This is an optimization exercise on Yosys and OpenROAD, whose aim is small area and a short achievable clock period, not a production implementation.
At most, simulation tests tie the RTL to the original design; equivalence was not proved.
The RTL of runs 7 and 8 was laid out without a check of its function.
The flow treats the clock pin as an ideal source, which a real chip does not have.
No activity file was given, so power comes from the tool's default toggle rates.

$ cat design/flow/design.v
package life_pkg;
    localparam int unsigned KEY_W = 3;
    typedef enum logic [KEY_W-1:0] {
        KEY_NONE  = 3'd0,
        KEY_UP    = 3'd1,
        KEY_DOWN  = 3'd2,
        KEY_LEFT  = 3'd3,
        KEY_RIGHT = 3'd4,
        KEY_FLIP  = 3'd5,
        KEY_NEXT  = 3'd6,
        KEY_RUN   = 3'd7
    } key_e;
    function automatic logic [1:0] life_strip(input logic [3:0] a, input logic [3:0] m,
                                              input logic [3:0] b);
        logic [1:0] v [4];
        logic [1:0] p;
        for (int j = 0; j < 4; j++) begin
            v[j][0] = a[j] ^ m[j] ^ b[j];
            v[j][1] = (a[j] & m[j]) | (a[j] & b[j]) | (m[j] & b[j]);
        end
        for (int j = 1; j < 3; j++) begin
            p = {a[j] & b[j], a[j] ^ b[j]};
            life_strip[j - 1] = 1'b0;
            for (int x = 0; x < 4; x++) begin
                for (int y = 0; y < 4; y++) begin
                    for (int z = 0; z < 3; z++) begin
                        if ((v[j - 1] == 2'(x)) && (v[j + 1] == 2'(y)) && (p == 2'(z))
                            && ((x + y + z == 3) || ((x + y + z == 2) && m[j]))) begin
                            life_strip[j - 1] = 1'b1;
                        end
                    end
                end
            end
        end
    endfunction
endpackage
module life_data (
    input  logic        clk,
    input  logic        reset,
    input  logic        swap,       
    input  logic        swap_q,     
    input  logic [2:0]  pair,       
    input  logic        flip_en,
    input  logic [3:0]  flip_d,     
    input  logic [3:0]  flip_x,
    output logic [15:0] disp_row    
);
    logic [15:0][15:0] brd;   
    logic [15:0][15:0] nxt;   
    logic [15:0]       nxt_in;      
    logic [3:0]        sa, sm, sb;
    logic [1:0]        new_cells;
    logic [1:0]        new_q;       
    logic [2:0]        pair_q;      
    logic [15:0]       col_sel;
    always_comb begin
        logic [7:0] ca, cm, cb;
        for (int j = 0; j < 4; j++) begin
            for (int q = 0; q < 8; q++) begin
                ca[q] = brd[15][(2 * q + j + 15) % 16];
                cm[q] = brd[0][(2 * q + j + 15) % 16];
                cb[q] = brd[1][(2 * q + j + 15) % 16];
            end
            sa[j] = ca[pair];
            sm[j] = cm[pair];
            sb[j] = cb[pair];
        end
    end
    assign new_cells = life_pkg::life_strip(sa, sm, sb);
    always_comb begin
        for (int j = 0; j < 16; j++) begin
            nxt_in[j] = (pair_q == 3'(j / 2)) ? new_q[j % 2] : nxt[15][j];
        end
    end
    assign col_sel  = flip_en ? (16'b1 << flip_x) : 16'b0;
    assign disp_row = brd[15];
    always_ff @(posedge clk or negedge reset) begin
        if (!reset) begin
            brd <= '0;
        end else begin
            for (int i = 0; i < 16; i++) begin
                if ((i < 14 && swap) || (i == 14 && (swap || swap_q))) begin
                    brd[i] <= (i == 14) ? nxt_in : nxt[i + 1];
                end else begin
                    brd[i] <= brd[(i + 1) % 16]
                            ^ ((flip_d == 4'((i + 1) % 16)) ? col_sel : 16'b0);
                end
            end
        end
    end
    always_ff @(posedge clk) begin
        new_q   <= new_cells;
        pair_q  <= pair;
        nxt[15] <= nxt[0];
        nxt[14] <= nxt_in;
        for (int i = 0; i < 14; i++) begin
            nxt[i] <= nxt[i + 1];
        end
    end
endmodule
module life #(
    parameter int unsigned X         = 16,
    parameter int unsigned Y         = 16,
    parameter int unsigned LOG2X     = 4,
    parameter int unsigned LOG2Y     = 4,
    parameter int unsigned HIGH_BITS = 10
) (
    input  logic             clk,
    input  logic             reset,
    input  logic [life_pkg::KEY_W-1:0] keys,
    output logic [Y-1:0]     row,
    output logic [X-1:0]     col
);
    life_pkg::key_e       key_c;
    life_pkg::key_e       key_q;      
    logic                 sweep;      
    logic                 swap;       
    logic                 swap_q;     
    logic [7:0]           k;          
    logic [LOG2X-1:0]     cx;         
    logic [LOG2Y-1:0]     cd;         
    logic                 run_mode;
    logic [HIGH_BITS-1:0] prescaler;
    logic                 scan_on;    
    logic             idle_c;
    logic             start_c;
    logic             edit_c;
    logic [X-1:0]     disp_row;
    assign key_c   = life_pkg::key_e'(keys);
    assign idle_c  = !sweep && !swap;
    assign start_c = idle_c && ((key_c == life_pkg::KEY_NEXT) || (run_mode && (&prescaler)));
    assign edit_c  = idle_c && (key_c != life_pkg::KEY_NEXT) && (key_c != life_pkg::KEY_RUN);
    always_ff @(posedge clk or negedge reset) begin
        if (!reset) begin
            sweep  <= 1'b0;
            swap   <= 1'b0;
            swap_q <= 1'b0;
        end else begin
            swap_q <= swap;
            swap   <= sweep && (&k);
            sweep <= start_c || (sweep && !(&k));
        end
    end
    always_ff @(posedge clk) begin
        k <= sweep ? k + 1'b1 : 8'd0;
    end
    always_ff @(posedge clk or negedge reset) begin
        if (!reset) begin
            key_q <= life_pkg::KEY_NONE;
            cx    <= '0;
            cd    <= '0;
        end else begin
            key_q <= edit_c ? key_c : life_pkg::KEY_NONE;
            cd    <= cd - 1'b1;
            case (key_q)
                life_pkg::KEY_UP:    cd <= cd - 2'd2;
                life_pkg::KEY_DOWN:  cd <= cd;
                life_pkg::KEY_LEFT:  cx <= cx - 1'b1;
                life_pkg::KEY_RIGHT: cx <= cx + 1'b1;
                default: ;
            endcase
        end
    end
    always_ff @(posedge clk or negedge reset) begin
        if (!reset) begin
            prescaler <= '0;
            run_mode  <= 1'b0;
        end else begin
            prescaler <= prescaler + 1'b1;
            if (key_c == life_pkg::KEY_RUN) begin
                run_mode <= ~run_mode;
            end
        end
    end
    always_ff @(posedge clk or negedge reset) begin
        if (!reset) begin
            scan_on <= 1'b0;
            row     <= '0;
        end else begin
            scan_on <= 1'b1;
            row     <= {row[Y-2:0], row[Y-1] | !scan_on};
        end
    end
    assign col = disp_row;
    life_data l_data (
        .clk      (clk),
        .reset    (reset),
        .swap     (swap),
        .swap_q   (swap_q),
        .pair     (k[6:4]),
        .flip_en  (key_q == life_pkg::KEY_FLIP),
        .flip_d   (cd),
        .flip_x   (cx),
        .disp_row (disp_row)
    );
endmodule
$ cat design/flow/flow/run.sh
#!/bin/bash
# Standard layout, with the port buffers a buf_2 and a tighter setup margin for repair.
set -euo pipefail
bash standard.sh SETUP_SLACK_MARGIN=6 "BUFFER_PORTS_ARGS=-buffer_cell sky130_fd_sc_hd__buf_2" finish > standard_flow.log 2>&1
$ cat design/flow/standard.sh
#!/bin/bash
# synth_recipe.tcl (not shown) runs the flow's synth.tcl, then flattens the netlist and writes it again
# the make line also repeats each setting of config.mk as NAME=value (left out here)
make -C /OpenROAD-flow-scripts/flow DESIGN_CONFIG=/design/flow/config.mk WORK_HOME=/design/flow/orfs CLKGATE_MAP_FILE= SYNTH_SCRIPT=/design/flow/synth_recipe.tcl "${@:-finish}"
$ cat design/flow/config.mk
export PLATFORM = sky130hd
export DESIGN_NAME = life
export DESIGN_NICKNAME = life
export VERILOG_FILES = /design/flow/design.v
export SDC_FILE = /design/flow/constraint.sdc
export NUM_CORES = 4
export LEC_CHECK = 0
export CAP_MARGIN = 40
export CORE_MARGIN = 2
export CORE_UTILIZATION = 40
export CTS_CLUSTER_DIAMETER = 100
export CTS_CLUSTER_SIZE = 25
export SLEW_MARGIN = 40
$ cat design/flow/constraint.sdc
create_clock -name core_clock -period 9.0 [get_ports {clk}]
set_input_delay 1.8000 -clock core_clock [delete_from_list [all_inputs] [get_ports {clk}]]
set_output_delay 1.8000 -clock core_clock [all_outputs]
set_load 0.01 [all_outputs]
==> run notes, run 1 <==
Buffers & Inverters on Critical Path 1; vias in the first global route ~15,000; Tmin final 3.00 ns; Cell Area, Synth roughly 21,000 sq um; sequential area share after synthesis 60.6%; Layout fillers ~4,800; clk slew on worst S/H paths approximately 0.10 ns; initial core utilization roughly two fifths; Routed WL 59,500 microns; largest net degree at the start of global routing approximately 130; worst-path fanout max 2; vias ~15,000; CP max stage cell dfrtp_2; setup TNS 0 ns; Yosys cell types 55; Die X between 200 and 250 microns; Max Fclk roughly 330 MHz; worst endpoint required time a little over 7 ns; register bit count reported by yosys 567; Top Family by Delay on Critical Path flip-flops; Row Count 84; initial antenna violation count 4; cells along the critical path buf_6; Placeable Area 52,400 sq um; R2R setup slack 6.13 ns; Worst Max-Slew Pin Slew 0.868 ns; WS Path Type reg -> out; Setup Viol. Count Final 0; Async SR Flop Fraction 52.6%; commonest cells after routing, fill and taps aside 281 x dfrtp_1, 266 x dfxtp_1, 252 x nand3_1; slew margin rel. 42.0%; Final Power approximately 5 mW; Synth top area share a little over a third; Synth Instances between 2,000 and 2,500; clk root buf clkbuf_16; max-slew violation count 0; hold depth 0; share of cells above drive strength 1 ~11%; CTS Sinks roughly 570; die area between 50,000 and 60,000 sq um; I/O pin count 37; min-delay src l_data.nxt[2]; Most used DFF post-synth dfrtp_1; P_leak 10.0 nW; Nets between 2,000 and 2,500; DR WL/cell ~22 microns; Detailed Routing Iterations Pass 1 5; drt via density 5.65; Synth area leader dfrtp_1; DP HPWL between 30,000 and 40,000 microns; CP max stage delay 0.48 ns; DRC violations left 0; H-tree lvl count 1; synth top area cells dfrtp_1 35%, dfxtp_1 25%, or3_1 6.7%, nand3_1 6.0%, o21ai_0 5.4%; VDD IR-drop max 0.128 mV; syn avg cell area 10.4 sq um; Startpoint Class flip-flop; r2r endpoint l_data.new_q[1]; Final Skew 0.0194 ns; post-route ant nets 0; min-delay worst type reg -> reg; synth warn 4; most common cell after layout, fill and taps aside dfrtp_1; Layout area overhead 9.26%; worst reg2reg startpoint k[6]; Tot GR Track Use 21.9%; CTS tree yes; syn nets between 2,000 and 2,500; CP endpoint kind output pin; number of enable flip-flop cells after synthesis 0; clock latency on the worst-skew pair 0.59 ns; die height approximately 230 microns; Critical Path AT 1.20 ns; initial DRC count roughly 1,300; Power per Cell Area 214 nW/um^2; FF-to-FF path depth 7; RD Place Congestion 0.879; part of the cycle the worst path needs between 30% and 40%; maximum capacitance violations 0; clk buf depth 3; hold path endpoint l_data.nxt[242]; total CTS buffers 26; first-pass GRT wire length 91,400 microns; Port Buffers 36; Hold Fails Final Rpt 0; status finished clean; RSZ-0062 raised after global routing true; total gr overflow 0
[cells in the mapped netlist (5+ instances only)]
cell / n
nand4_1: 5
buf_4: 21
clkbuf_1: 101
a31oi_1: 20
a311oi_1: 13
nand2_1: 251
nor3_1: 5
xor2_1: 25
nand3_1: 255
mux2_2: 17
or3_1: 226
ha_1: 15
o22ai_1: 7
xnor2_1: 13
dfxtp_1: 269
buf_6: 8
fa_1: 5
o21ai_0: 230
mux2i_1: 39
nor3b_1: 7
nor2_1: 52
mux4_2: 12
a211oi_1: 12
and3_1: 13
nor2b_1: 12
inv_1: 14
buf_2: 12
a21oi_1: 24
dfrtp_1: 298
[kinds of logic (layout without fill, tap and decap cells)]
logic type,Yosys count,after routing,synth area share (%)
xor gates and xnor gates,38,38,1.57
and+or+nand+nor,852,852,20.4
AOI/OAI and AO/OA,324,324,8.47
other,1,2,0.0177
muxes,68,68,4.02
DFF,567,567,60.6
buffers and inverters,160,148,3.56
adders and majority gates,20,20,1.36
[final cells by class]
class	count	area (sq um)	share of cell area [%]
inverter	16	60.1	0.259
clock inverter	1	8.76	0.0378
clock buffer	47	761	3.28
timing repair buffer	84	772	3.33
sequential	567	12900	55.6
antenna	1	2.50	0.0108
multi-input combinational	1303	7830	33.8
tap	688	861	3.72
[worst register-to-register path, cell delays in order, from the launching register on]
cell and delay, ns:
dfxtp_2 0.42, inv_2 0.27, mux4_2 0.59, fa_1 0.66
xnor2_1 0.19, o221a_2 0.22, o22ai_1 0.08, a221o_1 0.34
[per-layer routing]
| layer | track usage [%] | share of wire, % |
|---|---|---|
| met5 | 0 | 0.039 |
| met4 | 7.58 | 3.9 |
| met3 | 4.17 | 6.2 |
| met2 | 34.6 | 46 |
| met1 | 30.2 | 44 |
[state kept, by name, indices dropped and copies added (netlist names)]
register       count
cd                 4
cx                 4
k                  8
key_q              3
l_data.brd       256
l_data.new_q       2
l_data.nxt       256
l_data.pair_q      3
prescaler         10
row               16
run_mode           1
scan_on            1
swap               1
swap_q             1
sweep              1
[metrics by stage]
step	hold slack [ns]	setup slack [ns]	cells	area [sq um]	util (%)
after detailed placement	0.312	5.73	2637	22000	42.0
after global routing	0.337	5.96	2706	23200	44.2
after global placement	0.311	5.55	2633	21800	41.6
after floorplan	0.310	6.03	2030	21200	-
after CTS	0.330	5.97	2703	23100	44.0
final	0.323	6.00	2707	23200	44.2
[worst max path at each step]
stage,start,to,slack (ns),depth (start not counted)
6_report,l_data.brd[252],col[12],6.00,1
5_1_grt,l_data.brd[251],col[11],5.96,1
2_1_floorplan,k[5],l_data.new_q[0],6.03,10
3_3_place_gp,k[5],l_data.new_q[0],5.55,7
4_1_cts,l_data.brd[251],col[11],5.97,1
3_5_place_dp,reset,l_data.brd[212],5.73,3
[repair_timing]
| action | in CTS | in global routing |
|---|---|---|
| setup endpoints to repair | 18 | 16 |
| pin swaps | 0 | 0 |
| setup buffers | 18 | 2 |
| hold buffers | 0 | 0 |
| gates resized for setup | 33 | 7 |
[power by group]
part / internal, mW / switching [mW]
clock network: 0.579 / 0.796
logic: 0.239 / 0.654
registers: 2.58 / 0.102
total: 3.40 / 1.55
==> run 2, diff against run 1 <==
--- a/design/flow/config.mk
+++ b/design/flow/config.mk
@@ -8,6 +8,6 @@
 export CAP_MARGIN = 40
 export CORE_MARGIN = 2
 export CORE_UTILIZATION = 40
-export CTS_CLUSTER_DIAMETER = 100
-export CTS_CLUSTER_SIZE = 25
+export CTS_CLUSTER_DIAMETER = 70
+export CTS_CLUSTER_SIZE = 40
 export SLEW_MARGIN = 40
==> run notes, run 2 <==
Routed WL 59,700 microns (+0.41%); Buffers & Inverters on Critical Path 1 (unchanged); first-pass GRT wire length 91,700 microns (+0.29%); initial antenna violation count 4 (unchanged); DRC violations left 0 (unchanged); largest family of logic cells by synthesized area simple AND/OR/NAND/NOR gates; P_leak 10.3 nW (+2.6%); syn avg cell area 10.4 sq um (unchanged); part of the power in combinational logic 16.5% (-1.5 points); Power per Cell Area 229 nW/um^2 (+7.0%); CTS Sinks 567 (unchanged); Tmin final 2.98 ns (-0.0216 ns); P_int 3.68 mW (+8.3%); part of the cycle the worst path needs 33.1% (-0.24 points); sequential area share after synthesis 60.6% (unchanged); commonest cells after routing, fill and taps aside 281 x dfrtp_1, 266 x dfxtp_1, 252 x nand3_1; Synth area leader dfrtp_1; max-slew violation count 0 (unchanged); top flop regs l_data.brd: 256 flops, l_data.nxt: 256 flops, row: 16 flops; Die X 234 microns (unchanged); CTS tree yes; initial DRC count 1,485 (+11%); synth top area cells dfrtp_1 35%, dfxtp_1 25%, or3_1 6.7%, nand3_1 6.0%, o21ai_0 5.4%; Worst Max-Slew Pin Slew 0.859 ns (-0.00961 ns); largest net degree at the start of global routing 134 (unchanged); Top Family by Delay on Critical Path flip-flops; Async SR Flop Fraction 52.6% (unchanged); Finished Cell Area 23,700 sq um (+2.1%); share of cells above drive strength 1 12.3% (+1.5 points); vias 15,400 (+0.41%); Nets 2,032 (+0.44%); initial core utilization 40.4% (unchanged); Post-Route Utilization 45.1% (+0.92 points); most common cell after layout, fill and taps aside dfrtp_1; Hold Fails Final Rpt 0 (unchanged); DP HPWL 36,300 microns (unchanged); Clock power frac 33.9% (+6.1 points); Placeable Area 52,400 sq um (unchanged); number of enable flip-flop cells after synthesis 0 (unchanged); Critical Path AT 1.18 ns (-0.02 ns); Placement Cell Area 22,000 sq um (unchanged); Commonest cells post-synth 298 x dfrtp_1, 269 x dfxtp_1, 255 x nand3_1; drt via density 5.64 (-0.18%); Synth Area in Adders 1.36% (unchanged); clk slew on worst S/H paths 0.09 ns (about the same); Psw 1.73 mW (+11%); Tot GR Track Use 22.1% (+0.19 points); mux cell area share after synthesis 4.02% (unchanged); Final Skew 0.0202 ns (+0.000801 ns); Max Fclk 335 MHz (+0.72%); H-tree lvl count 2 (+1); I/O pin count 37 (unchanged); Seq pwr share 49.6% (-4.6 points); Detailed Routing Iterations Pass 1 5 (unchanged); top-count cell post-synth dfrtp_1; die area 54,900 sq um (unchanged); Post-Synth XOR/XNOR Area 1.57% (unchanged); Startpoint Class flip-flop; DR WL/cell 21.9 microns (-0.18%); Most used DFF post-synth dfrtp_1; Simple-Gate Fraction of Synth Area 20.4% (unchanged); CP max stage cell dfrtp_2; Synth top area share 35.2% (unchanged); final worst slack 6.02 ns (+0.0216 ns); maximum capacitance violations 0 (unchanged); RD Place Congestion 0.879 (unchanged); Cell Area, Synth 21,200 sq um (unchanged); syn nets 2,055 (unchanged); Setup Viol. Count Final 0 (unchanged); worst-path fanout max 2 (unchanged); WS Path Type reg -> out; CP max stage delay 0.47 ns (about the same); Layout fillers 4,758 (-1.2%); Port Buffers 36 (unchanged); Yosys cell types 55 (unchanged); Synth Area in Compound Gates 8.47% (unchanged); clk root buf clkbuf_16; setup TNS 0 ns (unchanged); clock latency on the worst-skew pair 0.58 ns (about the same); Row Count 84 (unchanged); clk buf depth 3 (unchanged); register bit count reported by yosys 567 (unchanged); slew margin rel. 42.6% (+0.64 points); CP endpoint kind output pin; VDD IR-drop max 0.155 mV (+21%); cells along the critical path buf_6; status finished clean; hold slack final 0.332 ns (+0.00936 ns); die height 234 microns (unchanged); Synth Instances 2,030 (unchanged); # hold bufs at CTS 0 (unchanged); Layout area overhead 11.5%; total CTS buffers 34 (+31%); worst endpoint required time 7.20 ns (about the same); post-route ant nets 0 (unchanged); total gr overflow 0 (unchanged); min-delay worst type reg -> reg; Switching Share 31.9% (+0.58 points); synth warn 4 (unchanged); Place WS 5.73 ns (unchanged); RSZ-0062 raised after global routing true; vias in the first global route 15,000 (+0.24%)
run 2: cell counts after synthesis:
No cell type changed its count.
run 2: worst reg2reg max path, delay by kind of cell (launching register included):
family	cells	cell delay, ns
compound gates	3	0.50
mux	2	1.00
flops	1	0.62
fa+ha+maj	1	0.69
run 2: final cells by class:
type                    count  area (sq um)  area share, %
flip-flops and latches    567         12900           54.4
multi-input cells        1303          7830           33.1
clock buffers              41           971           4.11
well taps                 688           861           3.64
repair buffers             85           762           3.22
clock inverters            21           292           1.23
inverters                  16          60.1          0.254
diodes                      2          5.00         0.0212
run 2: power groups by stage:
stage	clock (mW)	combinational, mW	sequential [mW]
final	1.83	0.894	2.68
after global routing	1.95	0.937	2.69
after CTS	1.87	0.855	2.69
after detailed placement	0	0.807	2.77
after global placement	0	0.750	2.76
after floorplan	0	0.470	2.68
run 2: worst paths after layout:
path                                       from         endpoint  slack [ns]  cells past startpoint
worst max-delay path            l_data.brd[240]           col[0]        6.02                      1
worst min-delay path              l_data.nxt[5]  l_data.nxt[245]        0.33                      0
worst max register to register             k[4]  l_data.new_q[0]        6.08                      6
worst min register to register    l_data.nxt[5]  l_data.nxt[245]        0.33                      0
max in group asynchronous                 reset  l_data.brd[180]        6.43                      3
min in group asynchronous                 reset     prescaler[3]        1.14                      1
run 2: stage by stage:
stage,power [mW],instances
finish,5.41,2723
global route,5.58,2721
CTS,5.41,2717
detailed placement,3.57,2637
global placement,3.51,2633
floorplan,3.15,2030
run 2: metal layers:
metal  track usage (%)  up-vias  routed length (microns)
met3              4.55      115                     4110
met2              34.7      491                    27300
met4              8.68        2                     2180
met1              30.0     7714                    26100
li1                  -     7046                        -
met5                 0        -                       15
run 2: kinds of logic after synthesis:
logic type | count (synthesis)
AOI/OAI and AO/OA | 324
xor gates and xnor gates | 38
adders and majority gates | 20
buffers and inverters | 160
DFF | 567
muxes | 68
other | 1
and+or+nand+nor | 852
run 2: repair_timing:
| item | CTS | global route |
|---|---|---|
| buffers inserted | 18 | 2 |
| setup endpoints to repair | 18 | 3 |
| resized for setup | 28 | 2 |
| pin swaps | 0 | 0 |
==> run 3, diff against run 2 <==
--- a/design/flow/config.mk
+++ b/design/flow/config.mk
@@ -8,6 +8,6 @@
 export CAP_MARGIN = 40
 export CORE_MARGIN = 2
 export CORE_UTILIZATION = 40
-export CTS_CLUSTER_DIAMETER = 70
+export CTS_CLUSTER_DIAMETER = 50
 export CTS_CLUSTER_SIZE = 40
 export SLEW_MARGIN = 40
==> run notes, run 3 <==
RSZ-0062 raised after global routing true; Switching Share 32.4% (+0.49 points); syn avg cell area 10.4 sq um (unchanged); Synth top area share 35.2% (unchanged); R2R setup slack 6.12 ns (+0.04 ns); Synth area leader dfrtp_1; DR WL/cell 21.9 microns (-0.23%); Async SR Flop Fraction 52.6% (unchanged); Buffers & Inverters on Critical Path 1 (unchanged); hold depth 0 (unchanged); clk slew on worst S/H paths 0.10 ns (about the same); CP max stage delay 0.47 ns (about the same); RD Place Congestion 0.879 (unchanged); I/O pin count 37 (unchanged); Max Fclk 331 MHz (-1.1%); Seq pwr share 46.4% (-3.2 points); top flop regs l_data.brd: 256 flops, l_data.nxt: 256 flops, row: 16 flops; initial DRC count 1,440 (-3.0%); P_leak 10.5 nW (+1.9%); Detailed Routing Iterations Pass 1 5 (unchanged); worst reg2reg startpoint k[4]; worst-path fanout max 2 (unchanged); Die X 234 microns (unchanged); setup TNS 0 ns (unchanged); synth top area cells dfrtp_1 35%, dfxtp_1 25%, or3_1 6.7%, nand3_1 6.0%, o21ai_0 5.4%; status finished clean; DP HPWL 36,300 microns (unchanged); hold slack final 0.330 ns (-0.00215 ns); total gr overflow 0 (unchanged); synth warn 4 (unchanged); Final Skew 0.0217 ns (+0.00157 ns); min-delay src l_data.nxt[12]; post-route ant nets 0 (unchanged); maximum capacitance violations 0 (unchanged); Tmin final 3.02 ns (+0.0341 ns); CP endpoint kind output pin; CTS tree yes; Commonest cells post-synth 298 x dfrtp_1, 269 x dfxtp_1, 255 x nand3_1; Most used DFF post-synth dfrtp_1; Hold Fails Final Rpt 0 (unchanged); WS Path Type reg -> out; total CTS buffers 45 (+32%); Port Buffers 36 (unchanged); commonest cells after routing, fill and taps aside 281 x dfrtp_1, 266 x dfxtp_1, 252 x nand3_1; Clock power frac 38.1% (+4.2 points); FF-to-FF path depth 6 (unchanged); top-count cell post-synth dfrtp_1; Routed WL 60,000 microns (+0.50%); initial antenna violation count 4 (unchanged); Top Family by Delay on Critical Path flip-flops; worst endpoint required time 7.20 ns (about the same); # hold bufs at CTS 0 (unchanged); largest net degree at the start of global routing 134 (unchanged); die area 54,900 sq um (unchanged); Worst Max-Slew Pin Slew 0.832 ns (-0.0267 ns); Psw 1.87 mW (+8.4%); Synth Instances 2,030 (unchanged); H-tree lvl count 2 (unchanged); Row Count 84 (unchanged); part of the cycle the worst path needs 33.5% (+0.38 points); cells along the critical path buf_6; clk buf depth 3 (unchanged); register bit count reported by yosys 567 (unchanged); sequential area share after synthesis 60.6% (unchanged); clock latency on the worst-skew pair 0.61 ns (+0.03 ns); CP max stage cell dfrtp_2; CTS Sinks 567 (unchanged); Placed Cells 2,637 (unchanged); hold path endpoint l_data.nxt[252]; number of enable flip-flop cells after synthesis 0 (unchanged); syn nets 2,055 (unchanged); min-delay worst type reg -> reg; clk root buf clkbuf_16; Tot GR Track Use 22.3% (+0.19 points); initial core utilization 40.4% (unchanged); most common cell after layout, fill and taps aside dfrtp_1; Ant. Diodes 0 (-2); part of the power in combinational logic 15.4% (-1.1 points); P_int 3.91 mW (+6.0%); Layout area overhead 13.6%; DRC violations left 0 (unchanged); vias 15,400 (+0.039%); Post-Layout Cell Count 2,743 (+0.73%); Setup Viol. Count Final 0 (unchanged); first-pass GRT wire length 92,400 microns (+0.83%); VDD IR-drop max 0.185 mV (+19%); vias in the first global route 15,200 (+0.96%); share of cells above drive strength 1 13.4% (+1.0 points); r2r endpoint l_data.new_q[0]; Nets 2,043 (+0.54%); Cell Area, Synth 21,200 sq um (unchanged); Power per Cell Area 240 nW/um^2 (+4.8%); max-slew violation count 0 (unchanged); Critical Path AT 1.22 ns (+0.04 ns); Startpoint Class flip-flop; Placeable Area 52,400 sq um (unchanged); Yosys cell types 55 (unchanged); drt via density 5.60 (-0.69%); die height 234 microns (unchanged); slew margin rel. 44.5% (+1.9 points)
==> run 3: metrics by stage <==
| step | utilization, % | instance area [sq um] | total power [mW] | setup WS, ns |
|---|---|---|---|---|
| floorplan | - | 21200 | 3.15 | 6.03 |
| global placement | 41.6 | 21800 | 3.51 | 5.55 |
| detailed placement | 42.0 | 22000 | 3.57 | 5.73 |
| CTS | 45.7 | 24000 | 5.79 | 5.96 |
| global route | 45.9 | 24100 | 5.97 | 5.95 |
| finish | 45.9 | 24100 | 5.78 | 5.98 |
==> run 3: power groups by stage <==
stage	Combinational [mW]	Clock, mW	Sequential (mW)
finish	0.892	2.20	2.68
global route	0.936	2.34	2.69
CTS	0.855	2.24	2.69
detailed placement	0.807	0	2.77
global placement	0.750	0	2.76
floorplan	0.470	0	2.68
==> run 3: final cells by class <==
cell class / instances / area (sq um)
clock buffers: 48 / 1190
clock inverters: 36 / 487
fillers: 4743 / 28400
inverters: 16 / 60.1
multi-input cells: 1303 / 7830
flip-flops and latches: 567 / 12900
well taps: 688 / 861
repair buffers: 85 / 787
==> run 3: cells by family (layout without fill, tap and decap cells) <==
group	count (synthesis)	in the layout	share of synthesized area [%]
compound gates	324	324	8.47
xor+xnor	38	38	1.57
fa+ha+maj	20	20	1.36
buf+inv	160	185	3.56
flops	567	567	60.6
mux	68	68	4.02
other cells	1	1	0.0177
simple gates	852	852	20.4
==> run 3: what timing repair did <==
item	4_1_cts	5_1_grt
endpoints found under the setup margin	18	13
buffers inserted	18	2
gates cloned	0	0
resized for setup	33	3
==> run 3: layer usage <==
layer,vias up,global-route usage [%],routed length (microns)
met2,450,34.5,27100
met1,7707,30.3,26200
met4,0,9.61,2510
met3,128,4.51,4180
li1,7089,-,-
met5,-,0,0
==> run 3: worst max-delay path by stage <==
stage	startpoint	to	slack, ns	cells past startpoint
after CTS	l_data.brd[251]	col[11]	5.96	1
after detailed placement	reset	l_data.brd[212]	5.73	3
after global placement	k[5]	l_data.new_q[0]	5.55	7
after global routing	l_data.brd[251]	col[11]	5.95	1
final	l_data.brd[251]	col[11]	5.98	1
after floorplan	k[5]	l_data.new_q[0]	6.03	10
==> run 4, diff against run 3 <==
--- a/design/flow/design.v
+++ b/design/flow/design.v
@@ -46,11 +46,11 @@
     output logic [15:0] disp_row    
 );
     logic [15:0][15:0] brd;   
-    logic [15:0][15:0] nxt;   
-    logic [15:0]       nxt_in;      
+    logic [15:0][15:0] chg;   
+    logic [15:0]       chg_in;      
     logic [3:0]        sa, sm, sb;
     logic [1:0]        new_cells;
-    logic [1:0]        new_q;       
+    logic [1:0]        chg_q;       
     logic [2:0]        pair_q;      
     logic [15:0]       col_sel;
     always_comb begin
@@ -69,7 +69,7 @@
     assign new_cells = life_pkg::life_strip(sa, sm, sb);
     always_comb begin
         for (int j = 0; j < 16; j++) begin
-            nxt_in[j] = (pair_q == 3'(j / 2)) ? new_q[j % 2] : nxt[15][j];
+            chg_in[j] = (pair_q == 3'(j / 2)) ? chg_q[j % 2] : chg[15][j];
         end
     end
     assign col_sel  = flip_en ? (16'b1 << flip_x) : 16'b0;
@@ -79,22 +79,23 @@
             brd <= '0;
         end else begin
             for (int i = 0; i < 16; i++) begin
-                if ((i < 14 && swap) || (i == 14 && (swap || swap_q))) begin
-                    brd[i] <= (i == 14) ? nxt_in : nxt[i + 1];
-                end else begin
-                    brd[i] <= brd[(i + 1) % 16]
-                            ^ ((flip_d == 4'((i + 1) % 16)) ? col_sel : 16'b0);
-                end
+                logic        load;
+                logic [15:0] change;
+                load   = (i < 14 && swap) || (i == 14 && (swap || swap_q));
+                change = (i == 14) ? chg_in : chg[(i + 1) % 16];
+                brd[i] <= brd[(i + 1) % 16]
+                        ^ ((load ? change : 16'b0)
+                           | ((flip_d == 4'((i + 1) % 16)) ? col_sel : 16'b0));
             end
         end
     end
     always_ff @(posedge clk) begin
-        new_q   <= new_cells;
+        chg_q   <= new_cells ^ sm[2:1];
         pair_q  <= pair;
-        nxt[15] <= nxt[0];
-        nxt[14] <= nxt_in;
+        chg[15] <= chg[0];
+        chg[14] <= chg_in;
         for (int i = 0; i < 14; i++) begin
-            nxt[i] <= nxt[i + 1];
+            chg[i] <= chg[i + 1];
         end
     end
 endmodule
==> design/flow/flow/run.sh (replaced) <==
#!/bin/bash
# Standard layout, with the port buffers a buf_2 and a tighter setup margin for repair.
set -euo pipefail
bash standard.sh SETUP_SLACK_MARGIN=5.7 "BUFFER_PORTS_ARGS=-buffer_cell sky130_fd_sc_hd__buf_2" finish > standard_flow.log 2>&1
--- a/design/flow/config.mk
+++ b/design/flow/config.mk
@@ -8,6 +8,6 @@
 export CAP_MARGIN = 40
 export CORE_MARGIN = 2
 export CORE_UTILIZATION = 40
-export CTS_CLUSTER_DIAMETER = 50
-export CTS_CLUSTER_SIZE = 40
+export CTS_CLUSTER_DIAMETER = 100
+export CTS_CLUSTER_SIZE = 25
 export SLEW_MARGIN = 40
==> run notes, run 4 <==
# hold bufs at CTS 0 (unchanged); total gr overflow 0 (unchanged); part of the cycle the worst path needs 35.2% (+1.7 points); first-pass GRT wire length 70,100 microns (-24%); sequential area share after synthesis 63.0% (+2.4 points); Critical Path AT 1.37 ns (+0.15 ns); worst-path fanout max 3 (+1); DRC violations left 0 (unchanged); Yosys cell types 66 (+20%); CP endpoint kind output pin; CTS Sinks 567 (unchanged); H-tree lvl count 1 (-1); clk root buf clkbuf_16; syn nets 1,537 (-25%); largest net degree at the start of global routing 99 (-26%); Commonest cells post-synth 298 x dfrtp_1, 269 x dfxtp_1, 246 x xnor2_1; number of enable flip-flop cells after synthesis 0 (unchanged); worst endpoint required time 7.20 ns (about the same); min-delay worst type reg -> reg; Post-Route Utilization 43.5% (-2.4 points); maximum capacitance violations 0 (unchanged); Tmin final 3.17 ns (+0.149 ns); initial DRC count 909 (-37%); Ant. Diodes 0 (unchanged); CP startpoint l_data.brd[245]; vias in the first global route 11,400 (-25%); Routed WL 45,500 microns (-24%); Buffers & Inverters on Critical Path 1 (unchanged); FF-to-FF path depth 8 (+2); hold depth 0 (unchanged); Hold Fails Final Rpt 0 (unchanged); RD Place Congestion 0.865 (-1.6%); DR WL/cell 20.9 microns (-4.5%); die height 230 microns (-1.9%); synth top area cells dfrtp_1 37%, dfxtp_1 26%, xnor2_1 11%, a22oi_1 7.9%, mux2_2 1.9%; syn avg cell area 13.5 sq um (+29%); Final Skew 0.0180 ns (-0.00375 ns); WS Path Type reg -> out; synth warn 3 (-1); min-delay src l_data.chg[14]; R2R setup slack 5.84 ns (-0.28 ns); initial antenna violation count 1 (-3); P_leak 9.14 nW (-13%); Finished Cell Area 21,900 sq um (-9.1%); register bit count reported by yosys 567 (unchanged); Power per Cell Area 227 nW/um^2 (-5.4%); setup TNS 0 ns (unchanged); DP HPWL 27,900 microns (-23%); Placement Cell Area 21,100 sq um (-4.5%); Worst Max-Slew Pin Slew 0.816 ns (-0.0158 ns); Row Count 82 (-2.4%); r2r endpoint l_data.chg_q[0]; Port Buffers 36 (unchanged); clk slew on worst S/H paths 0.10 ns (about the same); top-count cell post-synth dfrtp_1; CP max stage cell dfrtp_1; Cell Area, Synth 20,400 sq um (-3.9%); slew margin rel. 45.5% (+0.99 points); Max Fclk 316 MHz (-4.7%); vias 11,200 (-27%); VDD IR-drop max 0.135 mV (-27%); total CTS buffers 26 (-42%); commonest cells after routing, fill and taps aside 297 x dfrtp_1, 267 x dfxtp_1, 246 x xnor2_1; cells along the critical path buf_2; I/O pin count 37 (unchanged); Top Family by Delay on Critical Path flip-flops; max-slew violation count 0 (unchanged); Placeable Area 50,300 sq um (-4.1%); RSZ-0062 raised after global routing false; worst reg2reg startpoint k[5]; share of cells above drive strength 1 12.7% (-0.70 points); top flop regs l_data.brd: 256 flops, l_data.chg: 256 flops, row: 16 flops; Async SR Flop Fraction 52.6% (unchanged); post-route ant nets 0 (unchanged); status finished clean; Synth top area share 36.6% (+1.4 points); Setup Viol. Count Final 0 (unchanged); CP max stage delay 0.57 ns (+0.10 ns); Tot GR Track Use 17.3% (-5.0 points); clock latency on the worst-skew pair 0.58 ns (-0.03 ns); Die X 230 microns (-1.9%); Startpoint Class flip-flop; initial core utilization 40.6% (+0.12 points); Nets 1,512 (-26%); Most used DFF post-synth dfrtp_1; clk buf depth 3 (unchanged); most common cell after layout, fill and taps aside dfrtp_1; Detailed Routing Iterations Pass 1 5 (unchanged); Synth area leader dfrtp_1; hold path endpoint l_data.chg[254]; CTS tree yes; Synth Instances 1,512 (-26%); die area 52,800 sq um (-3.8%); drt via density 5.15 (-8.1%); Layout fillers 4,655 (-1.9%); Layout area overhead 7.38%
-- run 4: final cells by class --
class,instances,area (sq um),area share [%]
Tap cell,672,841,3.84
Multi-Input combinational cell,819,6930,31.6
Clock buffer,46,747,3.41
Clock inverter,1,8.76,0.0400
Timing Repair Buffer,59,463,2.11
Inverter,14,52.6,0.240
Sequential cell,567,12900,58.7
-- run 4: worst max-delay path by stage --
stage               cells after the start              end  slack, ns
finish                                  1           col[5]       5.83
detailed placement                      9  l_data.chg_q[1]       5.47
floorplan                              10  l_data.chg_q[0]       5.97
global placement                        9  l_data.chg_q[1]       5.52
global route                            8  l_data.chg_q[0]       5.74
CTS                                     9  l_data.chg_q[1]       5.73
-- run 4: metal layers --
metal | up-vias | GRT usage (%) | part of all wire [%] | wire (microns)
met4 | 0 | 4.46 | 2.6 | 1180
li1 | 5156 | - | - | -
met5 | - | 0 | 0 | 0
met2 | 235 | 26.7 | 45 | 20400
met3 | 64 | 2.88 | 4.5 | 2060
met1 | 5763 | 25.3 | 48 | 21800
-- run 4: kinds of logic (layout without fill, tap and decap cells) --
kind of cell	count (synthesis)	after routing	synth area share, %
AO/OA/AOI/OAI	309	309	11.5
adder cells (fa/ha/maj)	21	21	1.46
other	1	1	0.0184
multiplexers	60	60	4.03
XOR/XNOR	280	280	12.4
buffers and inverters	126	120	3.11
flip-flops	567	567	63.0
AND/OR/NAND/NOR	148	148	4.48
-- run 4: repair_timing --
action / in CTS / in global routing
gates resized for setup: 2 / 2
buffers inserted: 0 / 1
setup endpoints to repair: 2 / 2
cloned: 0 / 0
-- run 4: per-stage QoR --
step	cells	worst slack [ns]	power, mW	hold slack, ns
global placement	2126	5.52	3.62	0.311
CTS	2176	5.73	4.99	0.336
finish	2178	5.83	4.97	0.332
global route	2178	5.74	5.17	0.341
detailed placement	2129	5.47	3.65	0.312
floorplan	1512	5.97	3.34	0.310
-- run 4: power breakdown --
group | switching (mW) | internal [mW]
sequential | 0.146 | 2.66
combinational | 0.537 | 0.280
clock | 0.775 | 0.570
==> run 5, diff against run 4 <==
==> design/flow/flow/run.sh (replaced) <==
#!/bin/bash
# Standard layout, with the port buffers a buf_2 and a tighter setup margin for repair.
set -euo pipefail
bash standard.sh SETUP_SLACK_MARGIN=6 "BUFFER_PORTS_ARGS=-buffer_cell sky130_fd_sc_hd__buf_2" finish > standard_flow.log 2>&1
==> run notes, run 5 <==
Synth Area in Compound Gates 11.5% (unchanged); met2 usage 27.4% (+0.65 points); Final Skew 0.0232 ns (+0.00516 ns); DP HPWL 27,900 microns (about the same); Synth area leader dfrtp_1; first-pass GRT wire length 71,900 microns (+2.6%); top-count cell post-synth dfrtp_1; vias in the first global route 11,500 (+1.3%); Setup Viol. Count Final 0 (unchanged); die area 52,800 sq um (unchanged); Synth Area in Adders 1.46% (unchanged); die height 230 microns (unchanged); CP max stage delay 0.64 ns (+0.07 ns); Placeable Area 50,300 sq um (unchanged); met1 usage 26.7% (+1.5 points); Synth top area share 36.6% (unchanged); Detailed Routing Iterations Pass 1 5 (unchanged); Hold Fails Final Rpt 0 (unchanged); part of the cycle the worst path needs 33.4% (-1.8 points); Post-Synth XOR/XNOR Area 12.4% (unchanged); Synth Instances 1,512 (unchanged); status finished clean; cells along the critical path buf_6 > buf_12 > mux2_2 > mux4_2 > fa_2 > mux2_4 > a32oi_1 > a22o_1 > o22ai_2 > a21oi_1; CTS tree yes; Max Fclk 333 MHz (+5.4%); Cell Area, Synth 20,400 sq um (unchanged); clk root buf clkbuf_16; Yosys cell types 66 (unchanged); P_leak 9.34 nW (+2.2%); Power per Cell Area 226 nW/um^2 (-0.26%); clk buf depth 3 (unchanged); RSZ-0062 raised after global routing true; initial DRC count 946 (+4.1%); Worst Max-Slew Pin Slew 0.819 ns (+0.00300 ns); Ant. Diodes 0 (unchanged); Routed WL 46,300 microns (+1.8%); synth top area cells dfrtp_1 37%, dfxtp_1 26%, xnor2_1 11%, a22oi_1 7.9%, mux2_2 1.9%; synth warn 3 (unchanged); GRT busiest layer met2; sequential area share after synthesis 63.0% (unchanged); largest net degree at the start of global routing 91 (-8.1%); Tmin final 3.00 ns (-0.163 ns); post-route ant nets 0 (unchanged); register bit count reported by yosys 567 (unchanged); worst-path fanout max 7 (+4); Tot GR Track Use 17.6% (+0.30 points); Critical Path AT 3.53 ns (+2.16 ns); WS Path Type reg -> reg; DRC violations left 0 (unchanged); setup TNS 0 ns (unchanged); mux cell area share after synthesis 4.03% (unchanged); initial antenna violation count 1 (unchanged); largest family of logic cells by synthesized area XOR/XNOR gates; Final Power 5.06 mW (+2.0%); slew margin rel. 45.4% (-0.14 points); syn nets 1,537 (unchanged); Finished Cell Area 22,400 sq um (+2.2%); initial core utilization 40.6% (unchanged); total CTS buffers 26 (unchanged); Nets 1,552 (+2.6%); H-tree lvl count 1 (unchanged); CP endpoint kind flip-flop; Layout area overhead 9.78%; grt met3 use 1.96% (-0.92 points); RD Place Congestion 0.863 (-0.25%); CTS Sinks 567 (unchanged); VDD IR-drop max 0.136 mV (+0.56%); worst endpoint required time 9.53 ns (+2.33 ns); Async SR Flop Fraction 52.6% (unchanged); share of cells above drive strength 1 16.4% (+3.7 points); commonest cells after routing, fill and taps aside 282 x dfrtp_1, 267 x dfxtp_1, 246 x xnor2_1; maximum capacitance violations 0 (unchanged); min-delay worst type reg -> reg; max-slew violation count 0 (unchanged); I/O pin count 37 (unchanged); Startpoint Class flip-flop; Commonest cells post-synth 298 x dfrtp_1, 269 x dfxtp_1, 246 x xnor2_1; clock latency on the worst-skew pair 0.59 ns (about the same); drt via density 5.20 (+0.97%); syn avg cell area 13.5 sq um (unchanged); Port Buffers 36 (unchanged); total gr overflow 0 (unchanged); Row Count 82 (unchanged); Die X 230 microns (unchanged); Placement Cell Area 21,100 sq um (about the same); top flop regs l_data.brd: 256 flops, l_data.chg: 256 flops, row: 16 flops; vias 11,500 (+2.6%); clk slew on worst S/H paths 0.10 ns (about the same); DR WL/cell 20.9 microns (+0.22%); Most used DFF post-synth dfrtp_1; CP max stage cell fa_2; number of enable flip-flop cells after synthesis 0 (unchanged); most common cell after layout, fill and taps aside dfrtp_1; Simple-Gate Fraction of Synth Area 4.48% (unchanged)
-- run 5: stage by stage --
stage | util, % | hold WS [ns] | instances | worst slack (ns)
after global placement | 41.8 | 0.311 | 2128 | 5.33
after floorplan | - | 0.310 | 1512 | 6.02
after detailed placement | 41.9 | 0.312 | 2131 | 5.40
final | 44.5 | 0.335 | 2213 | 6.00
after CTS | 44.0 | 0.334 | 2195 | 5.95
after global routing | 44.5 | 0.344 | 2213 | 5.91
-- run 5: report_power, final --
group	internal [mW]	total (mW)	switching (mW)
combinational	0.359	0.956	0.597
sequential	2.66	2.78	0.127
clock	0.562	1.32	0.761
total	3.58	5.06	1.48
-- run 5: path summary, 6_finish.rpt --
check	start	end	slack, ns	cells after the start
max in group asynchronous	reset	swap	6.40	3
setup reg to reg	k[5]	l_data.chg_q[0]	6.00	10
setup / recovery	k[5]	l_data.chg_q[0]	6.00	10
min in group asynchronous	reset	l_data.brd[83]	1.12	1
hold / removal	l_data.chg[15]	l_data.chg[255]	0.34	0
hold reg to reg	l_data.chg[15]	l_data.chg[255]	0.34	0
-- run 5: kinds of logic after synthesis --
kind of cell	after synthesis
other	1
AOI/OAI and AO/OA	309
buffers and inverters	126
muxes	60
and+or+nand+nor	148
DFF	567
xor gates and xnor gates	280
adders and majority gates	21
-- run 5: cell type report --
class / instances / area (sq um)
fill: 4632 / 27900
tap: 672 / 841
timing repair buffer: 99 / 897
inverter: 14 / 52.6
multi-input combinational: 819 / 6980
clock buffer: 41 / 728
sequential: 567 / 12900
clock inverter: 1 / 8.76
-- run 5: layer usage --
layer  vias up  wire (microns)
met5         -              13
met4         2             792
met3        55            1890
met2       224           21000
met1      5987           22700
li1       5241               -
-- run 5: worst max-delay path, delay by kind of cell, from the launching register on --
kind	cells	cell delay [ns]
muxes	3	1.14
AOI/OAI and AO/OA	4	0.52
DFF	1	0.41
adders and majority gates	1	0.64
buffers and inverters	2	0.24
-- run 5: what timing repair did --
item | 4_1_cts | 5_1_grt
hold buffers | 0 | 0
endpoints found under the setup margin | 18 | 17
buffers inserted | 22 | 16
gates cloned | 0 | 2
gates resized for setup | 43 | 23
pin swaps | 0 | 7
==> run 6, diff against run 5 <==
==> design/flow/flow/run.sh (replaced) <==
#!/bin/bash
# Standard layout with the port buffers a buf_2 and a tighter setup margin for repair,
# and the clock tree's root buffer removed after clock tree synthesis.
set -euo pipefail
ARGS=(SETUP_SLACK_MARGIN=6 "BUFFER_PORTS_ARGS=-buffer_cell sky130_fd_sc_hd__buf_2")
bash standard.sh "${ARGS[@]}" cts > flow_to_cts.log 2>&1
UNROOT_ODB=orfs/results/sky130hd/life/base/4_cts.odb openroad -no_init -exit flow/unroot.tcl > unroot.log 2>&1
bash standard.sh "${ARGS[@]}" finish > flow_to_finish.log 2>&1
==> design/flow/flow/unroot.tcl (new file) <==
# Remove the clock tree's root buffer: the clock port then drives the tree's first-level
# buffers (two) directly, one buffer less on every register's clock path.
set odb_file $::env(UNROOT_ODB)
read_db $odb_file
set block [ord::get_db_block]
set clk_net [$block findNet clk]
set root ""
foreach iterm [$clk_net getITerms] {
    if {[$iterm isInputSignal]} {
        set root [$iterm getInst]
    }
}
if {$root == "" || [llength [$clk_net getITerms]] != 1} {
    puts "unroot: clock port does not drive a single root buffer; layout left as it is"
    exit 0
}
set out_net [[$root findITerm X] getNet]
set loads [$out_net getITerms]
puts "unroot: root [$root getName] drives [expr {[llength $loads] - 1}] buffers"
if {[llength $loads] - 1 > 4} {
    puts "unroot: too many first-level buffers; layout left as it is"
    exit 0
}
foreach iterm $loads {
    if {[$iterm getInst] != $root} {
        $iterm disconnect
        $iterm connect $clk_net
    }
}
[$root findITerm A] disconnect
[$root findITerm X] disconnect
odb::dbInst_destroy $root
odb::dbNet_destroy $out_net
write_db $odb_file
puts "unroot: done"
==> run notes, run 6 <==
most common cell after layout, fill and taps aside dfrtp_1; P_leak 9.31 nW (-0.37%); sequential area share after synthesis 63.0% (unchanged); CTS Sinks 567 (unchanged); total gr overflow 0 (unchanged); RD Place Congestion 0.863 (unchanged); P_int 3.54 mW (-1.1%); Port Buffers 36 (unchanged); syn nets 1,537 (unchanged); drt via density 5.22 (+0.43%); Final Skew 0.0272 ns (+0.00402 ns); first-pass GRT wire length 71,800 microns (-0.17%); share of cells above drive strength 1 15.8% (-0.62 points); FF-to-FF path depth 10 (unchanged); worst endpoint required time 9.39 ns (-0.14 ns); total CTS buffers 26 (unchanged); part of the power in combinational logic 18.5% (-0.4 points); RSZ-0062 raised after global routing true; I/O pin count 37 (unchanged); Cell Area, Synth 20,400 sq um (unchanged); Final Power 5.00 mW (-1.2%); Tot GR Track Use 17.5% (-0.092 points); Critical Path AT 3.43 ns (-0.10 ns); part of the cycle the worst path needs 33.8% (+0.39 points); Synth area leader dfrtp_1; top-count cell post-synth dfrtp_1; Routed WL 46,200 microns (-0.37%); Row Count 82 (unchanged); Yosys cell types 66 (unchanged); initial antenna violation count 0 (-1); DP HPWL 27,900 microns (unchanged); clk root buf clkbuf_16; slew margin rel. 43.5% (-1.8 points); H-tree lvl count 1 (unchanged); Async SR Flop Fraction 52.6% (unchanged); initial core utilization 40.6% (unchanged); Psw 1.47 mW (-1.2%); CP max stage cell fa_2; commonest cells after routing, fill and taps aside 282 x dfrtp_1, 267 x dfxtp_1, 246 x xnor2_1; cells along the critical path buf_6 > buf_4 > mux2_4 > mux4_2 > fa_2 > mux2_4 > a32oi_1 > a22o_1 > o22ai_2 > a21oi_1; Most used DFF post-synth dfrtp_1; Tmin final 3.04 ns (+0.0349 ns); Switching Share 29.3% (about the same); R2R setup slack 5.96 ns (-0.03 ns); min-delay worst type reg -> reg; Startpoint Class flip-flop; largest net degree at the start of global routing 91 (unchanged); Power per Cell Area 224 nW/um^2 (-0.78%); DRC violations left 0 (unchanged); post-route ant nets 0 (unchanged); vias 11,500 (+0.017%); DR WL/cell 20.9 microns (about the same); synth top area cells dfrtp_1 37%, dfxtp_1 26%, xnor2_1 11%, a22oi_1 7.9%, mux2_2 1.9%; # hold bufs at CTS 0 (unchanged); register bit count reported by yosys 567 (unchanged); CP max stage delay 0.64 ns (about the same); hold slack final 0.336 ns (+0.000324 ns); Detailed Routing Iterations Pass 1 5 (unchanged); Top cell by count, worst path mux2_4; min-delay src l_data.chg[14]; top flop regs l_data.brd: 256 flops, l_data.chg: 256 flops, row: 16 flops; Worst Max-Slew Pin Slew 0.847 ns (+0.0276 ns); Die X 230 microns (unchanged); worst-path fanout max 6 (-1); Max Fclk 329 MHz (-1.1%); Placeable Area 50,300 sq um (unchanged); die height 230 microns (unchanged); clk buf depth 3 (unchanged); clk slew on worst S/H paths 0.10 ns (about the same); clock latency on the worst-skew pair 0.45 ns (-0.14 ns); Hold Fails Final Rpt 0 (unchanged); worst reg2reg startpoint k[5]; number of enable flip-flop cells after synthesis 0 (unchanged); Clock power frac 25.8% (-0.3 points); Commonest cells post-synth 298 x dfrtp_1, 269 x dfxtp_1, 246 x xnor2_1; Synth Instances 1,512 (unchanged); CP endpoint kind flip-flop; WS Path Type reg -> reg; initial DRC count 1,038 (+9.7%); maximum capacitance violations 0 (unchanged); setup TNS 0 ns (unchanged); Ant. Diodes 0 (unchanged); hold depth 0 (unchanged); syn avg cell area 13.5 sq um (unchanged); Seq pwr share 55.7% (+0.7 points); max-slew violation count 0 (unchanged); Setup Viol. Count Final 0 (unchanged); die area 52,800 sq um (unchanged); VDD IR-drop max 0.139 mV (+2.3%); synth warn 3 (unchanged); Layout area overhead 9.35%; vias in the first global route 11,500 (+0.0087%); hold path endpoint l_data.chg[254]; r2r endpoint l_data.chg_q[0]; CTS tree yes; status finished clean; Synth top area share 36.6% (unchanged); Nets 1,543 (-0.58%)
[run 6: cell counts after synthesis]
No cell type changed its count.
[run 6: kinds of logic after synthesis]
family	Yosys count	share of synthesized area, %
flops	567	63.0
other cells	1	0.0184
fa+ha+maj	21	1.46
xor+xnor	280	12.4
buf+inv	126	3.11
compound gates	309	11.5
mux	60	4.03
simple gates	148	4.48
[run 6: power groups by stage]
stage	registers (mW)	clock network (mW)	logic (mW)
after floorplan	2.79	0	0.553
after global placement	2.85	0	0.779
after detailed placement	2.85	0	0.803
after CTS	2.78	1.37	0.850
after global routing	2.80	1.42	0.988
final	2.79	1.29	0.927
[run 6: what timing repair did]
item | CTS | global route
setup buffers | 22 | 9
resized for setup | 43 | 20
endpoints found under the setup margin | 18 | 3
pin swaps | 0 | 8
gates cloned | 0 | 1
[run 6: cell type report]
| cell class | instances | area, sq um |
|---|---|---|
| sequential | 567 | 12900 |
| multi-input combinational | 819 | 6980 |
| clock inverter | 1 | 8.76 |
| fill | 4641 | 28000 |
| clock buffer | 40 | 703 |
| inverter | 14 | 52.6 |
| tap | 672 | 841 |
| timing repair buffer | 91 | 833 |
[run 6: layer usage]
metal	global-route usage, %	part of all wire, %
met1	26.7	49
met2	27.4	46
met3	1.69	3.4
met4	2.74	1.5
met5	0	0
[run 6: worst max path at each step]
stage / startpoint / endpoint / slack, ns / depth (start not counted)
3_5_place_dp: k[5] / l_data.chg_q[1] / 5.40 / 9
3_3_place_gp: reset / swap / 5.33 / 2
2_1_floorplan: k[5] / l_data.chg_q[0] / 6.02 / 10
4_1_cts: l_data.brd[255] / col[15] / 5.95 / 1
6_report: k[5] / l_data.chg_q[0] / 5.96 / 10
5_1_grt: k[5] / l_data.chg_q[0] / 5.90 / 10
[run 6: metrics by stage]
| step | util, % | setup WS, ns | std cells | instance area (sq um) |
|---|---|---|---|---|
| detailed placement | 41.9 | 5.40 | 2131 | 21100 |
| floorplan | - | 6.02 | 1512 | 20400 |
| finish | 44.3 | 5.96 | 2204 | 22300 |
| global placement | 41.8 | 5.33 | 2128 | 21000 |
| CTS | 44.0 | 5.95 | 2195 | 22100 |
| global route | 44.3 | 5.90 | 2204 | 22300 |
[run 6: worst max-delay path, delay by kind of cell (launching register included)]
kind / cells / cell delay, ns
multiplexers: 3 / 1.10
AO/OA/AOI/OAI: 4 / 0.54
adder cells (fa/ha/maj): 1 / 0.64
flip-flops: 1 / 0.42
buffers and inverters: 2 / 0.26
==> run 7, diff against run 6 <==
--- a/design/flow/design.v
+++ b/design/flow/design.v
@@ -49,9 +49,9 @@
     logic [15:0][15:0] chg;   
     logic [15:0]       chg_in;      
     logic [3:0]        sa, sm, sb;
+    logic [3:0]        sa_q, sm_q, sb_q;   
+    logic [2:0]        pair_q;             
     logic [1:0]        new_cells;
-    logic [1:0]        chg_q;       
-    logic [2:0]        pair_q;      
     logic [15:0]       col_sel;
     always_comb begin
         logic [7:0] ca, cm, cb;
@@ -66,10 +66,10 @@
             sb[j] = cb[pair];
         end
     end
-    assign new_cells = life_pkg::life_strip(sa, sm, sb);
+    assign new_cells = life_pkg::life_strip(sa_q, sm_q, sb_q);
     always_comb begin
         for (int j = 0; j < 16; j++) begin
-            chg_in[j] = (pair_q == 3'(j / 2)) ? chg_q[j % 2] : chg[15][j];
+            chg_in[j] = (pair_q == 3'(j / 2)) ? new_cells[j % 2] ^ sm_q[j % 2 + 1] : chg[15][j];
         end
     end
     assign col_sel  = flip_en ? (16'b1 << flip_x) : 16'b0;
@@ -90,7 +90,9 @@
         end
     end
     always_ff @(posedge clk) begin
-        chg_q   <= new_cells ^ sm[2:1];
+        sa_q    <= sa;
+        sm_q    <= sm;
+        sb_q    <= sb;
         pair_q  <= pair;
         chg[15] <= chg[0];
         chg[14] <= chg_in;
==> run notes, run 7 <==
status finished clean; Synth top area share 35.6% (-0.97 points); Post-Layout Cell Count 2,347 (+6.5%); vias 12,500 (+8.3%); DP HPWL 29,200 microns (+4.7%); Layout area overhead 8.14%; r2r endpoint l_data.brd[239]; post-route ant nets 0 (unchanged); syn avg cell area 12.5 sq um (-7.3%); Startpoint Class flip-flop; part of the cycle the worst path needs 31.9% (-1.8 points); total gr overflow 0 (unchanged); Worst Max-Slew Pin Slew 0.855 ns (+0.00803 ns); die height 233 microns (+1.3%); H-tree lvl count 1 (unchanged); commonest cells after routing, fill and taps aside 279 x dfrtp_1, 276 x dfxtp_1, 252 x xnor2_1; initial core utilization 40.7% (+0.10 points); Critical Path AT 3.17 ns (-0.26 ns); syn nets 1,700 (+11%); number of enable flip-flop cells after synthesis 0 (unchanged); Top Metal Used met5; first-pass GRT wire length 74,900 microns (+4.2%); hold depth 0 (unchanged); die area 54,200 sq um (+2.7%); total CTS buffers 27 (+3.8%); Async SR Flop Fraction 51.6% (-0.91 points); Max Fclk 348 MHz (+5.7%); clk slew on worst S/H paths 0.11 ns (about the same); clock latency on the worst-skew pair 0.45 ns (about the same); RSZ-0062 raised after global routing false; synth top area cells dfrtp_1 36%, dfxtp_1 27%, xnor2_1 11%, a22oi_1 8.0%, clkbuf_1 1.5%; FF-to-FF path depth 6 (-4); Detailed Routing Iterations Pass 1 5 (unchanged); top-count cell post-synth dfrtp_1; Synth Instances 1,675 (+11%); DR WL/cell 20.2 microns (-3.8%); P_leak 8.90 nW (-4.4%); Synth area leader dfrtp_1; CP endpoint kind flip-flop; drt via density 5.31 (+1.7%); Power per Cell Area 244 nW/um^2 (+8.6%); worst endpoint required time 9.30 ns (-0.09 ns); WL met1 22,300 microns (-2.0%); largest net degree at the start of global routing 100 (+9.9%); VDD IR-drop max 0.145 mV (+3.9%); maximum capacitance violations 0 (unchanged); metal2 WL 21,200 microns (-0.17%); final worst slack 6.13 ns (+0.165 ns); # hold bufs at CTS 0 (unchanged); WS Path Type reg -> reg; synth warn 3 (unchanged); initial antenna violation count 3 (+3); RD Place Congestion 0.825 (-4.4%); worst reg2reg startpoint l_data.sm_q[1]; Most used DFF post-synth dfrtp_1; Yosys cell types 63 (-4.5%); register bit count reported by yosys 577 (+1.8%); met3 wire len 3010 microns (+92%); I/O pin count 37 (unchanged); Nets 1,673 (+8.4%); Placeable Area 51,500 sq um (+2.5%); slew margin rel. 42.9% (-0.60 points); Die X 233 microns (+1.3%); Final Skew 0.0265 ns (-0.000721 ns); Routed WL 47,300 microns (+2.5%); worst-path fanout max 11 (+5); most common cell after layout, fill and taps aside dfrtp_1; share of cells above drive strength 1 11.3% (-4.5 points); initial DRC count 971 (-6.5%); DRC violations left 0 (unchanged); Placed Cells 2,281 (+7.0%); vias in the first global route 12,600 (+9.1%); Place WS 5.75 ns (+0.349 ns); sequential area share after synthesis 62.3% (-0.71 points); hold slack final 0.336 ns (+0.000656 ns); Hold Fails Final Rpt 0 (unchanged); R2R setup slack 6.13 ns (+0.16 ns); Setup Viol. Count Final 0 (unchanged); min-delay worst type reg -> reg; Commonest cells post-synth 298 x dfrtp_1, 279 x dfxtp_1, 252 x xnor2_1; Port Buffers 36 (unchanged); Row Count 83 (+1.2%); setup TNS 0 ns (unchanged); clk root buf clkbuf_16; Tmin final 2.87 ns (-0.165 ns); Post-Route Utilization 44.0% (-0.38 points); max-slew violation count 0 (unchanged); clk buf depth 3 (unchanged); CTS Sinks 577 (+1.8%); CTS tree yes; hold path endpoint l_data.chg[241]; min-delay src l_data.chg[1]; Cell Area, Synth 20,900 sq um (+2.7%); Tot GR Track Use 17.8% (+0.33 points); top flop regs l_data.brd: 256 flops, l_data.chg: 256 flops, row: 16 flops
run 7: worst max path at each step:
stage          depth (start not counted)              end       startpoint  slack (ns)
2_1_floorplan                          7  l_data.brd[235]   l_data.sb_q[1]        6.58
3_3_place_gp                           2             swap            reset        5.40
3_5_place_dp                           2             swap            reset        5.75
4_1_cts                                1          col[11]  l_data.brd[251]        5.95
5_1_grt                                5  l_data.brd[253]         key_q[0]        6.02
6_report                               6  l_data.brd[239]   l_data.sm_q[1]        6.13
run 7: logic make-up (layout without fill, tap and decap cells):
group / after synthesis / in the layout / synth area share, %
AOI/OAI and AO/OA: 362 / 362 / 12.7
DFF: 577 / 577 / 62.3
adders and majority gates: 20 / 20 / 1.37
muxes: 33 / 33 / 2.34
xor gates and xnor gates: 261 / 261 / 10.9
and+or+nand+nor: 273 / 273 / 7.24
buffers and inverters: 148 / 139 / 3.15
other: 1 / 2 / 0.0179
run 7: worst max-delay path, stage by stage (launching register included):
cell	delay (ns)
dfxtp_1	0.66
fa_1	0.59
mux2_2	0.32
a221oi_2	0.41
o2111ai_2	0.38
nand3_1	0.20
nand3_1	0.14
run 7: what timing repair did:
item / CTS / global route
gates cloned: 0 / 0
setup buffers: 18 / 0
endpoints found under the hold margin: 0 / 0
endpoints found under the setup margin: 16 / 15
pin swaps: 0 / 0
gates resized for setup: 32 / 2
run 7: layout make-up:
class	count	area (sq um)
flip-flops and latches	577	13100
fillers	4782	28900
clock buffers	44	718
repair buffers	75	582
clock inverters	2	27.5
inverters	18	67.6
diodes	1	2.50
well taps	680	851
multi-input cells	950	7320
run 7: through the flow:
stage               total power [mW]  cell area [sq um]
floorplan                       3.83              20900
global placement                4.15              21600
detailed placement              4.20              21600
CTS                             5.58              22600
global route                    5.80              22600
finish                          5.52              22600
run 7: report_power, final:
part	internal, mW	switching [mW]	leakage [nW]
logic	0.317	0.616	2.23
clock network	0.557	0.783	0.355
registers	2.93	0.322	6.31
run 7: routing by layer:
metal | track usage, % | vias up
met5 | 0 | -
li1 | - | 5801
met1 | 25.9 | 6342
met4 | 4.06 | 2
met3 | 3.92 | 45
met2 | 27.1 | 282
==> run 8, diff against run 7 <==
==> design/flow/flow/run.sh (replaced) <==
#!/bin/bash
# Standard layout with the port buffers a buf_2 and a tighter setup margin for repair,
# and the clock tree's root buffer removed after clock tree synthesis.
set -euo pipefail
ARGS=(SETUP_SLACK_MARGIN=6.4 "BUFFER_PORTS_ARGS=-buffer_cell sky130_fd_sc_hd__buf_2")
bash standard.sh "${ARGS[@]}" cts > flow_to_cts.log 2>&1
UNROOT_ODB=orfs/results/sky130hd/life/base/4_cts.odb openroad -no_init -exit flow/unroot.tcl > unroot.log 2>&1
bash standard.sh "${ARGS[@]}" finish > flow_to_finish.log 2>&1
==> run notes, run 8 <==
Die X 233 microns (unchanged); H-tree lvl count 1 (unchanged); I/O pin count 37 (unchanged); Top Family by Delay on Critical Path flip-flops; Hold Fails Final Rpt 0 (unchanged); Yosys cell types 63 (unchanged); clk buf depth 3 (unchanged); synth top area cells dfrtp_1 36%, dfxtp_1 27%, xnor2_1 11%, a22oi_1 8.0%, clkbuf_1 1.5%; Synth Area in Compound Gates 12.7% (unchanged); min-delay worst type reg -> reg; setup TNS 0 ns (unchanged); sequential area share after synthesis 62.3% (unchanged); Worst Max-Slew Pin Slew 0.864 ns (+0.00888 ns); clock latency on the worst-skew pair 0.45 ns (about the same); Cell Area, Synth 20,900 sq um (unchanged); RD Place Congestion 0.825 (unchanged); Final Skew 0.0248 ns (-0.00168 ns); Port Buffers 36 (unchanged); Placeable Area 51,500 sq um (unchanged); maximum capacitance violations 0 (unchanged); Critical Path AT 1.08 ns (-2.09 ns); worst endpoint required time 7.20 ns (-2.10 ns); first-pass GRT wire length 75,100 microns (+0.30%); Startpoint Class flip-flop; most common cell after layout, fill and taps aside dfrtp_1; vias 12,600 (+0.87%); worst setup path end col[12]; die area 54,200 sq um (unchanged); Synth top area share 35.6% (unchanged); post-route ant nets 0 (unchanged); Row Count 83 (unchanged); number of enable flip-flop cells after synthesis 0 (unchanged); Routed WL 47,600 microns (+0.65%); Async SR Flop Fraction 51.6% (unchanged); top flop regs l_data.brd: 256 flops, l_data.chg: 256 flops, row: 16 flops; worst reg2reg startpoint l_data.sm_q[1]; clk root buf clkbuf_16; max-slew violation count 0 (unchanged); R2R setup slack 6.45 ns (+0.32 ns); largest family of logic cells by synthesized area compound AO/OA/AOI/OAI gates; initial core utilization 40.7% (unchanged); CP endpoint kind output pin; Setup Viol. Count Final 0 (unchanged); syn avg cell area 12.5 sq um (unchanged); worst-path fanout max 2 (-9); Synth Instances 1,675 (unchanged); Detailed Routing Iterations Pass 1 5 (unchanged); Simple-Gate Fraction of Synth Area 7.24% (unchanged); share of cells above drive strength 1 12.9% (+1.6 points); slew margin rel. 42.4% (-0.53 points); status finished clean; cells along the critical path buf_6; CTS Sinks 577 (unchanged); Synth Area in Adders 1.37% (unchanged); vias in the first global route 12,700 (+0.50%); r2r endpoint l_data.brd[239]; Crit path depth 1 (-5); mux cell area share after synthesis 2.34% (unchanged); VDD IR-drop max 0.146 mV (+0.64%); top-count cell post-synth dfrtp_1; syn nets 1,700 (unchanged); synth warn 3 (unchanged); Layout area overhead 9.81%; DRC violations left 0 (unchanged); Nets 1,695 (+1.3%); CP max stage cell dfrtp_2; commonest cells after routing, fill and taps aside 279 x dfrtp_1, 275 x dfxtp_1, 252 x xnor2_1; total gr overflow 0 (unchanged); Tot GR Track Use 17.9% (+0.040 points); register bit count reported by yosys 577 (unchanged); initial DRC count 1,029 (+6.0%); Commonest cells post-synth 298 x dfrtp_1, 279 x dfxtp_1, 252 x xnor2_1; # hold bufs at CTS 0 (unchanged); WS Path Type reg -> out; Place WS 5.75 ns (unchanged); Synth area leader dfrtp_1; Buffers & Inverters on Critical Path 1 (+1); die height 233 microns (unchanged); DR WL/cell 20.1 microns (-0.32%); Most used DFF post-synth dfrtp_1; Power per Cell Area 247 nW/um^2 (+1.3%); Max Fclk 347 MHz (-0.24%); Tmin final 2.88 ns (+0.00699 ns); DP HPWL 29,200 microns (unchanged); FF-to-FF path depth 7 (+1); P_leak 9.03 nW (+1.5%); part of the cycle the worst path needs 32.0% (+0.078 points); CP max stage delay 0.48 ns (-0.18 ns); CP startpoint l_data.brd[252]; largest net degree at the start of global routing 100 (unchanged); Post-Synth XOR/XNOR Area 10.9% (unchanged); RSZ-0062 raised after global routing true; total CTS buffers 27 (unchanged); drt via density 5.31 (-0.10%); final worst slack 6.12 ns (-0.00699 ns); initial antenna violation count 3 (unchanged); clk slew on worst S/H paths 0.10 ns (about the same); CTS tree yes
==> run 8: how the worst min path moves through the flow <==
stage | from | endpoint | slack, ns | cells past startpoint
detailed placement | l_data.chg[7] | l_data.chg[247] | 0.31 | 0
global placement | l_data.chg[1] | l_data.chg[241] | 0.31 | 0
CTS | l_data.chg[1] | l_data.chg[241] | 0.34 | 0
finish | l_data.chg[0] | l_data.chg[240] | 0.34 | 0
global route | l_data.chg[12] | l_data.chg[252] | 0.34 | 0
floorplan | l_data.chg[0] | l_data.chg[240] | 0.31 | 0
==> run 8: where the power goes <==
group / leakage, nW / internal, mW / switching [mW]
Clock: 0.355 / 0.556 / 0.782
Combinational: 2.37 / 0.430 / 0.661
Sequential: 6.31 / 2.93 / 0.321
Total: 9.03 / 3.91 / 1.76
==> run 8: final cells by class <==
cell class | count | area [sq um]
inverters | 18 | 67.6
clock inverters | 2 | 27.5
multi-input cells | 950 | 7400
fillers | 4750 | 28500
well taps | 680 | 851
diodes | 2 | 5.00
flip-flops and latches | 577 | 13100
clock buffers | 44 | 718
repair buffers | 97 | 846
==> run 8: layer usage <==
| layer | vias up | share of wire [%] | track usage [%] |
|---|---|---|---|
| met4 | 2 | 1.9 | 4.10 |
| met3 | 48 | 6.5 | 3.93 |
| met2 | 282 | 45 | 27.1 |
| li1 | 5855 | - | - |
| met1 | 6394 | 47 | 26.0 |
| met5 | - | 0.027 | 0 |
==> run 8: repair_timing <==
action,CTS,global route
setup buffers,30,10
endpoints found under the setup margin,110,312
pin swaps,3,8
resized for setup,45,18
==> run 8: per-stage QoR <==
stage | total power, mW | std cells | utilization (%) | hold WS (ns) | area [sq um]
3_5_place_dp | 4.20 | 2281 | 42.0 | 0.312 | 21600
2_1_floorplan | 3.83 | 1675 | - | 0.310 | 20900
3_3_place_gp | 4.15 | 2281 | 41.8 | 0.313 | 21600
4_1_cts | 5.69 | 2358 | 44.3 | 0.339 | 22800
5_1_grt | 5.97 | 2368 | 44.6 | 0.342 | 23000
6_report | 5.68 | 2370 | 44.6 | 0.336 | 23000
==> run 8: cells by family after synthesis <==
family	Yosys count
flip-flops	577
AO/OA/AOI/OAI	362
AND/OR/NAND/NOR	273
XOR/XNOR	261
buffers and inverters	148
multiplexers	33
adder cells (fa/ha/maj)	20
other	1

Re-timed with assumed drivers on the ports (clkbuf_16 on the clock, buf_2 on other inputs), run 8 has 6.047 ns of setup slack against 6.120 ns with ideal ports, and 6.108 ns once port delays also move by the mid clock arrival of 0.510 ns.
